Background: an optimization exercise with open tools, aiming at small area, a short achievable clock period and few clock cycles per item. Do not read the settings as production practice. Function was checked by simulation only, so behaviour that the tests miss may differ from the original.

// iter_multiplier
module iter_multiplier (
    input  logic        clk,
    input  logic        rst_n,
    input  logic        mul_start,
    input  logic [63:0] a,
    input  logic [63:0] b,
    input  logic [1:0]  op,
    input  logic        word,
    input  logic        next,
    output logic [63:0] mul_result,
    output logic        mul_ok,
    output logic        busy
);
    logic        busy_q, fix_q, inc_q, ok_q;
    logic [63:0] a_q, b_q;
    logic        a64_q, b64_q;
    logic [66:0] s_q, c_q;
    logic        cy_q;
    logic [7:0]  lo_s_q, lo_c_q;
    logic [3:0]  one_q, two_q, neg_q;       
    logic [3:0]  one_h_q, two_h_q, neg_h_q;  
    logic [2:0]  cnt_q;
    logic        word_q, fixop_q;
    wire idle = !busy_q && !ok_q;
    wire calc = busy_q && !fix_q && !inc_q;
    wire a_sgn_in = (op != 2'b11);
    wire b_sgn_in = !op[1];
    wire a64_in   = a_sgn_in & a[63];
    function automatic logic [2:0] benc(input logic x2, input logic x1, input logic x0);
        benc[0] = x1 ^ x0;                                   
        benc[1] = (x2 & ~x1 & ~x0) | (~x2 & x1 & x0);        
        benc[2] = x2;                                        
    endfunction
    logic [8:0] win;
    logic [3:0] one_d, two_d, neg_d;
    always_comb begin
        if (idle) win = b[8:0];
        else      win = {(cnt_q == 3'd6 && !word_q) ? b64_q : b_q[16], b_q[15:8]};
        for (int i = 0; i < 4; i++) begin
            logic [2:0] e;
            e = benc(win[2*i+2], win[2*i+1], win[2*i]);
            one_d[i] = e[0];
            two_d[i] = e[1];
            neg_d[i] = e[2];
        end
    end
    wire [66:0] ax = {a64_q, a64_q, a64_q, a_q};
    wire [66:0] ax2 = {ax[65:0], 1'b0};
    logic [66:0] e0, e1, e2, e3;
    always_comb begin
  ...
clock: 7.5 ns
lec_check: 0
cap_margin: 20
core_margin: 2
core_utilization: 40
cts_cluster_diameter: 60
cts_cluster_size: 24
setup_slack_margin: 4.5
slew_margin: 20
standard.sh (not shown) runs the stock make flow with config.mk's settings and CLKGATE_MAP_FILE= SYNTH_SCRIPT=/design/flow/synth_recipe.tcl, a recipe that flattens the netlist after the stock synthesis.
==> flow/flow/run.sh <==
#!/bin/bash
set -e
export BUFFER_PORTS_ARGS="-buffer_cell sky130_fd_sc_hd__buf_2"
bash standard.sh > standard.log 2>&1
The first run passed the timing, DRC and antenna checks.
Testbench counts at the start, summed over its fixed seeds: cycles 23,924, items 2,400.
Change:
==> flow/flow/run.sh (replaced) <==
#!/bin/bash
set -e
export BUFFER_PORTS_ARGS="-buffer_cell sky130_fd_sc_hd__buf_1"
bash standard.sh > standard.log 2>&1
GPL_ROUTABILITY_DRIVEN = 0   (was default)
PLACE_DENSITY = 0.8   (was default)
Result: Clock-buffer cell count goes down by 6; cell count is lower by 0.58%; setup slack degrades by 15 ps; fmax decreases by about 0.5%; wire length went down by 2.7%.
Change:
==> flow/flow/run.sh (replaced) <==
#!/bin/bash
set -e
export BUFFER_PORTS_ARGS="-buffer_cell sky130_fd_sc_hd__buf_2"
bash standard.sh > standard.log 2>&1
GPL_ROUTABILITY_DRIVEN = default   (was 0)
After rerunning:
- setup slack improves by 10 ps
- global-route usage grows by 0.17 points
- cell count barely changes
- die area stays the same
- wire length is about the same
- area after synthesis does not change
- core utilization grows by 0.55 points
- first-iteration DRC count grows by a few percent
- via count hardly moves
- clock skew grows by 16 ps
Change:
CTS_CLUSTER_DIAMETER = default   (was 60)
CTS_CLUSTER_SIZE = default   (was 24)
PLACE_DENSITY = default   (was 0.8)
Via count decreases by 1.7%.
Worst setup slack gains 15 ps.
Synthesized area is unchanged.
Change:
==> flow/flow/run.sh (replaced) <==
#!/bin/bash
set -e
export BUFFER_PORTS_ARGS="-buffer_cell sky130_fd_sc_hd__buf_1"
bash standard.sh > standard.log 2>&1
CTS_CLUSTER_DIAMETER = 60   (was default)
CTS_CLUSTER_SIZE = 24   (was default)
PLACE_DENSITY = 0.8   (was default)
=> The new run finished clean; area after synthesis is unchanged; die area is unchanged; first-iteration DRC count goes up by 18%; critical path depth goes up by 1; global-route usage goes down by 0.98 points; routed wire length goes down by 3.1%; utilization goes down by 1.0 points.
Change:
==> flow/flow/run.sh (replaced) <==
#!/bin/bash
set -e
export BUFFER_PORTS_ARGS="-buffer_cell sky130_fd_sc_hd__buf_2"
bash standard.sh > standard.log 2>&1
ABC_AREA = 1   (was default)
Outcome:
- die area climbs by a few percent
- synthesized area rises by a few percent
- global-route usage climbs by 2.1 points
- critical path depth is unchanged
- final area came out higher by a few percent
- wire length came out higher by roughly a tenth
- non-clock buffer count went up by 31
- via count is higher by about a fifth
- register-to-register slack degrades by 40 ps

## separate check: timing with driven ports
In the flow no input, the clock included, has a driving cell. The finished layouts below were timed again as built, in two steps.
Step 1: set_driving_cell puts a clkbuf_16 on clk and a buf_2 on each other input, an assumption about the parent block.
Step 2 adds t to the input delays and takes it off the output delays; t is the mean of the earliest and latest rising clock arrival at the registers after step 1. Input paths then give back, and output paths get back, about the clock's delay inside the block.
Three values: no drivers, after step 1, after step 2; two values: the first two.
run | t (ns) | setup WS [ns] | worst setup path after step 2 | slew at the worst register clock pin (ns) | cell pins on the clock port's net
the first run | 0.683 | 4.561 / 4.555 / 4.536 | input to register | 0.09 / 0.09 | 1
the second run | 0.639 | 4.546 / 4.546 / 4.086 | input to register | 0.10 / 0.10 | 1
the third run | 0.652 | 4.556 / 4.556 / 4.483 | input to register | 0.10 / 0.10 | 1
the fourth run | 0.623 | 4.571 / 4.571 / 4.517 | input to register | 0.07 / 0.07 | 1
the fifth run | 0.639 | 4.546 / 4.546 / 4.086 | input to register | 0.10 / 0.10 | 1
the sixth run | 0.664 | 4.504 / 4.504 / 4.310 | input to register | 0.09 / 0.09 | 1
After both steps every run listed still meets setup and hold.
